Context: an optimization exercise on an open-source flow, tuned for small area. The choices shown serve that exercise and are no tape-out recipe.
In this exercise RTL edits were held to simulation tests only and were not proved equivalent to the original.
Power and IR drop assume default switching activity.

==> flow/design.v <==
module te_aoi222 (
   input  logic a0, b0, a1, b1, a2, b2,
   output logic y
);
   assign y = ~((a0 & b0) | (a1 & b1) | (a2 & b2));
endmodule
module te_nand2 (
   input  logic a, b,
   output logic y
);
   assign y = ~(a & b);
endmodule
module te_o21a (
   input  logic a1, a2, b,
   output logic y
);
   assign y = (a1 | a2) & b;
endmodule
module te_and7 (
   input  logic [6:0] a,
   output logic       y
);
   assign y = &a;
endmodule
module te_rdbit (
   input  logic [15:0] mn,
   input  logic [15:0] sel,
   input  logic        v,
   output logic        y
);
   logic [5:0] g;
   for (genvar j = 0; j < 5; j++) begin : g_aoi
      te_aoi222 u_aoi (
         .a0(sel[3*j]),   .b0(mn[3*j]),
         .a1(sel[3*j+1]), .b1(mn[3*j+1]),
         .a2(sel[3*j+2]), .b2(mn[3*j+2]),
         .y (g[j])
      );
   end
   te_nand2 u_nand (.a(sel[15]), .b(mn[15]), .y(g[5]));
   te_and7 u_and (.a({v, g}), .y(y));
endmodule
module te_dec16 (
   input  logic        en,
   input  logic [3:0]  a,
   output logic [15:0] y
);
   always_comb begin
      for (int i = 0; i < 16; i++) begin
         y[i] = en && (a == 4'(i));
      end
   end
endmodule
module timestamp_extract #(
   parameter logic [11:0] SYNC_VLAN_ID = 12'h05A,
   parameter int          FIFO_DEPTH   = 16,
   parameter int          NUM_SLOTS    = 3
) (
   input  logic                        axis_aclk,
   input  logic                        axis_areset,
   input  logic                        i_axis_tvalid,
   input  logic [511:0]                i_axis_tdata,
   input  logic [63:0]                 i_axis_tkeep,
   input  logic                        i_axis_tlast,
   input  logic                        i_axis_tready,
   input  logic [63:0]                 i_curr_tick,
   output logic                        o_rec_valid,
   input  logic                        i_rec_ready,
   output logic [161:0]                o_rec_data,
   output logic                        o_rec_last,
   output logic [$clog2(FIFO_DEPTH):0] o_fifo_level,
   output logic                        o_sync_seen,
   output logic [31:0]                 o_rec_count,
   output logic [31:0]                 o_drop_count
);
   localparam int AW = 4;
   localparam int LW = 5;
   localparam int RW = 163;
   logic          state_mid;
   logic          beat_acc;
   logic          sync_beat;
   logic          busy;
   logic          capture;
   logic          drop_busy;
   logic [2:0]    occ_mask;
   logic [2:0]    pend_mask;
   logic [2:0]    rem_mask;
   logic [95:0]   slot_q [3];    
   logic [95:0]   cur_slot_n;
   logic [1:0]    cur_idx;
   logic [63:0]   rx_tick_q;
   logic [RW-1:0] push_n;
   logic [RW-1:0] mem_n [16];
   logic [RW-1:0] rd_word;
   logic [15:0]   wr_sel;
   logic [15:0]   rd_sel;
   logic [AW-1:0] wr_ptr;
   logic [AW-1:0] rd_ptr;
   logic [LW-1:0] fifo_level;
   logic          full;
   logic          pop;
   logic          wr_en;
   logic          drop_full;
   logic          sel0, sel1, sel2;
   assign beat_acc  = i_axis_tvalid & i_axis_tready;
   assign sync_beat = beat_acc && !state_mid
                      && (i_axis_tdata[103:96] == 8'h81) && (i_axis_tdata[111:104] == 8'h00)
                      && ({i_axis_tdata[115:112], i_axis_tdata[127:120]} == SYNC_VLAN_ID);
   assign busy      = |pend_mask;
   assign capture   = sync_beat & ~busy;
   assign drop_busy = sync_beat & busy;
   always_comb begin
      for (int k = 0; k < 3; k++) begin
         occ_mask[k] = (i_axis_tdata[144+96*k +: 32] != 32'hDEADBEEF)
                       && (&i_axis_tkeep[18+12*k +: 12]);
      end
   end
   assign sel0 = pend_mask[0];
   assign sel1 = ~pend_mask[0] & pend_mask[1];
   assign sel2 = ~pend_mask[0] & ~pend_mask[1];
   logic f0, f1, f2, s1, s2;
   assign f0 = ~busy & occ_mask[0];
   assign f1 = ~busy & ~occ_mask[0] & occ_mask[1];
   assign f2 = ~busy & ~occ_mask[0] & ~occ_mask[1];
   assign s1 = ~busy & occ_mask[0] & occ_mask[1];
   assign s2 = ~busy & ~(occ_mask[0] & occ_mask[1]);
   for (genvar b = 0; b < 96; b++) begin : g_stage
      logic first_n, rec1_d, rec2_d;
      te_aoi222 u_first (
         .a0(f0), .b0(i_axis_tdata[144+b]),
         .a1(f1), .b1(i_axis_tdata[240+b]),
         .a2(f2), .b2(i_axis_tdata[336+b]),
         .y (first_n)
      );
      te_o21a u_rec1 (.a1(~busy), .a2(slot_q[1][b]), .b(first_n), .y(rec1_d));
      te_aoi222 u_rec2 (
         .a0(busy), .b0(slot_q[2][b]),
         .a1(s1),   .b1(i_axis_tdata[240+b]),
         .a2(s2),   .b2(i_axis_tdata[336+b]),
         .y (rec2_d)
      );
      always_ff @(posedge axis_aclk) begin
         slot_q[0][b] <= rec1_d;
         slot_q[1][b] <= rec2_d;
         slot_q[2][b] <= i_axis_tdata[336+b];
      end
      assign cur_slot_n[b] = slot_q[0][b];
   end
   assign cur_idx  = {sel2, sel1};
   assign rem_mask = {pend_mask[2] & ~sel2, pend_mask[1] & ~sel1, 1'b0};
   assign push_n   = {~cur_idx, cur_slot_n, ~rx_tick_q, (rem_mask != 3'b000)};
   assign full      = fifo_level[AW];
   assign pop       = o_rec_valid & i_rec_ready;
   assign wr_en     = busy & (~full | pop);
   assign drop_full = busy & full & ~pop;
   te_dec16 u_wdec (.en(wr_en), .a(wr_ptr), .y(wr_sel));
   te_dec16 u_rdec (.en(1'b1),  .a(rd_ptr), .y(rd_sel));
   for (genvar b = 0; b < RW; b++) begin : g_rd
      logic [15:0] col;
      for (genvar i = 0; i < 16; i++) begin : g_col
         assign col[i] = mem_n[i][b];
      end
      te_rdbit u_rd (.mn(col), .sel(rd_sel), .v(o_rec_valid), .y(rd_word[b]));
   end
   assign o_rec_valid  = (fifo_level != '0);
   assign o_rec_data   = rd_word[RW-1:1];
   assign o_rec_last   = rd_word[0];
   assign o_fifo_level = fifo_level;
   always_ff @(posedge axis_aclk) begin
      for (int i = 0; i < 16; i++) begin
         if (wr_sel[i]) begin
            mem_n[i] <= push_n;
         end
      end
   end
   always_ff @(posedge axis_aclk) begin
      if (capture) begin
         rx_tick_q <= i_curr_tick;
      end
   end
   always_ff @(posedge axis_aclk or posedge axis_areset) begin
      if (axis_areset) begin
         state_mid    <= 1'b0;
         pend_mask    <= '0;
         o_sync_seen  <= 1'b0;
         wr_ptr       <= '0;
         rd_ptr       <= '0;
         fifo_level   <= '0;
         o_rec_count  <= '0;
         o_drop_count <= '0;
      end else begin
         if (beat_acc) begin
            state_mid <= ~i_axis_tlast;
         end
         o_sync_seen <= capture;
         if (capture) begin
            pend_mask <= occ_mask;
         end else if (busy) begin
            pend_mask <= rem_mask;
         end
         if (wr_en) begin
            wr_ptr <= wr_ptr + AW'(1);
         end
         if (pop) begin
            rd_ptr <= rd_ptr + AW'(1);
         end
         case ({wr_en, pop})
            2'b10:   fifo_level <= fifo_level + LW'(1);
            2'b01:   fifo_level <= fifo_level - LW'(1);
            default: fifo_level <= fifo_level;
         endcase
         if (wr_en && (o_rec_count != '1)) begin
            o_rec_count <= o_rec_count + 32'd1;
         end
         if (drop_busy | drop_full) begin
            if (o_drop_count[31:1] == '1) begin
               o_drop_count <= '1;
            end else begin
               o_drop_count <= o_drop_count + {30'd0, drop_busy & drop_full, drop_busy ^ drop_full};
            end
         end
      end
   end
endmodule
Settings: LEC_CHECK=0, CAP_MARGIN=5, CORE_MARGIN=2, CORE_UTILIZATION=75, SLEW_MARGIN=5, SYNTH_HIERARCHICAL=1, SYNTH_MINIMUM_KEEP_SIZE=0; clock period 6.0 ns.
standard.sh (not shown) runs the stock make flow with config.mk's settings and CLKGATE_MAP_FILE= SYNTH_SCRIPT=/design/flow/synth_recipe.tcl, a recipe that flattens the netlist after the stock synthesis.
==> flow/flow/run.sh <==
#!/bin/bash
# The standard layout, with single-drive port buffers and a clock tree of clkbuf_8
# clusters of up to 16 flops (no dummy loads). ORFS output goes to standard_flow.log here,
# and each step's full log to orfs/logs/.
set -euo pipefail
export BUFFER_PORTS_ARGS="-buffer_cell sky130_fd_sc_hd__buf_1"
export CTS_ARGS="-sink_clustering_enable -repair_clock_nets -dont_use_dummy_load -buf_list {sky130_fd_sc_hd__clkbuf_8} -sink_clustering_size 16 -sink_clustering_max_diameter 60"
bash standard.sh > standard_flow.log 2>&1
Edit:
--- a/flow/design.v
+++ b/flow/design.v
@@ -6,18 +6,12 @@
 endmodule
 module te_nand2 (
    input  logic a, b,
    output logic y
 );
    assign y = ~(a & b);
-endmodule
-module te_o21a (
-   input  logic a1, a2, b,
-   output logic y
-);
-   assign y = (a1 | a2) & b;
 endmodule
 module te_and7 (
    input  logic [6:0] a,
    output logic       y
 );
    assign y = &a;
@@ -82,13 +76,13 @@
    logic          busy;
    logic          capture;
    logic          drop_busy;
    logic [2:0]    occ_mask;
    logic [2:0]    pend_mask;
    logic [2:0]    rem_mask;
-   logic [95:0]   slot_q [3];    
+   logic [95:0]   slot_q [3];
    logic [95:0]   cur_slot_n;
    logic [1:0]    cur_idx;
    logic [63:0]   rx_tick_q;
    logic [RW-1:0] push_n;
    logic [RW-1:0] mem_n [16];
    logic [RW-1:0] rd_word;
@@ -115,39 +109,19 @@
                        && (&i_axis_tkeep[18+12*k +: 12]);
       end
    end
    assign sel0 = pend_mask[0];
    assign sel1 = ~pend_mask[0] & pend_mask[1];
    assign sel2 = ~pend_mask[0] & ~pend_mask[1];
-   logic f0, f1, f2, s1, s2;
-   assign f0 = ~busy & occ_mask[0];
-   assign f1 = ~busy & ~occ_mask[0] & occ_mask[1];
-   assign f2 = ~busy & ~occ_mask[0] & ~occ_mask[1];
-   assign s1 = ~busy & occ_mask[0] & occ_mask[1];
-   assign s2 = ~busy & ~(occ_mask[0] & occ_mask[1]);
-   for (genvar b = 0; b < 96; b++) begin : g_stage
-      logic first_n, rec1_d, rec2_d;
-      te_aoi222 u_first (
-         .a0(f0), .b0(i_axis_tdata[144+b]),
-         .a1(f1), .b1(i_axis_tdata[240+b]),
-         .a2(f2), .b2(i_axis_tdata[336+b]),
-         .y (first_n)
+   for (genvar b = 0; b < 96; b++) begin : g_cur
+      te_aoi222 u_cur (
+         .a0(sel0), .b0(slot_q[0][b]),
+         .a1(sel1), .b1(slot_q[1][b]),
+         .a2(sel2), .b2(slot_q[2][b]),
+         .y (cur_slot_n[b])
       );
-      te_o21a u_rec1 (.a1(~busy), .a2(slot_q[1][b]), .b(first_n), .y(rec1_d));
-      te_aoi222 u_rec2 (
-         .a0(busy), .b0(slot_q[2][b]),
-         .a1(s1),   .b1(i_axis_tdata[240+b]),
-         .a2(s2),   .b2(i_axis_tdata[336+b]),
-         .y (rec2_d)
-      );
-      always_ff @(posedge axis_aclk) begin
-         slot_q[0][b] <= rec1_d;
-         slot_q[1][b] <= rec2_d;
-         slot_q[2][b] <= i_axis_tdata[336+b];
-      end
-      assign cur_slot_n[b] = slot_q[0][b];
    end
    assign cur_idx  = {sel2, sel1};
    assign rem_mask = {pend_mask[2] & ~sel2, pend_mask[1] & ~sel1, 1'b0};
    assign push_n   = {~cur_idx, cur_slot_n, ~rx_tick_q, (rem_mask != 3'b000)};
    assign full      = fifo_level[AW];
    assign pop       = o_rec_valid & i_rec_ready;
@@ -171,14 +145,18 @@
          if (wr_sel[i]) begin
             mem_n[i] <= push_n;
          end
       end
    end
    always_ff @(posedge axis_aclk) begin
+      slot_q[0] <= i_axis_tdata[144 +: 96];
       if (capture) begin
          rx_tick_q <= i_curr_tick;
+         for (int k = 1; k < 3; k++) begin
+            slot_q[k] <= i_axis_tdata[144+96*k +: 96];
+         end
       end
    end
    always_ff @(posedge axis_aclk or posedge axis_areset) begin
       if (axis_areset) begin
          state_mid    <= 1'b0;
          pend_mask    <= '0;
After rerunning: The new run ran to the end with no violations; worst setup slack is worse by 0.16 ns; power goes up by 20%; wire length goes down by 1.0%; clock power hardly moves; final cell count goes down by 0.64%; hold slack is worse by 0.0056 ns; synthesized cell count goes down by 3.2%; via count goes down by 2.6%; clock-buffer cell count is unchanged; flip-flop and latch count does not change; synthesized area goes up by 0.32%; critical path depth does not change; register-to-register slack is worse by 0.60 ns; global-route usage goes down by 0.12 points.

[port drivers added, routing unchanged]
How much do the figures lean on ideal ports? The routed layouts below were timed once more, with nothing changed but the port constraints. Step 1: set_driving_cell puts a clkbuf_16 on axis_aclk and a buf_2 on each other input, an assumption about the parent block. Step 2 adds t to the input delays and takes it off the output delays; t is the mean of the earliest and latest rising clock arrival at the registers after step 1. Input paths then give back, and output paths get back, about the clock's delay inside the block. Three values: ideal ports, drivers, drivers and shift; two values: the first two.
| run | t, ns | slack for setup (ns) | worst setup path at the end | slew at the worst register clock pin (ns) |
|---|---|---|---|---|
| the first run | 1.028 | 0.425 / 0.333 / 0.981 | input to register | 0.11 / 0.11 |
| the second run | 1.027 | 0.269 / 0.186 / 0.807 | input to register | 0.10 / 0.10 |
After both steps every run listed still meets setup and hold.
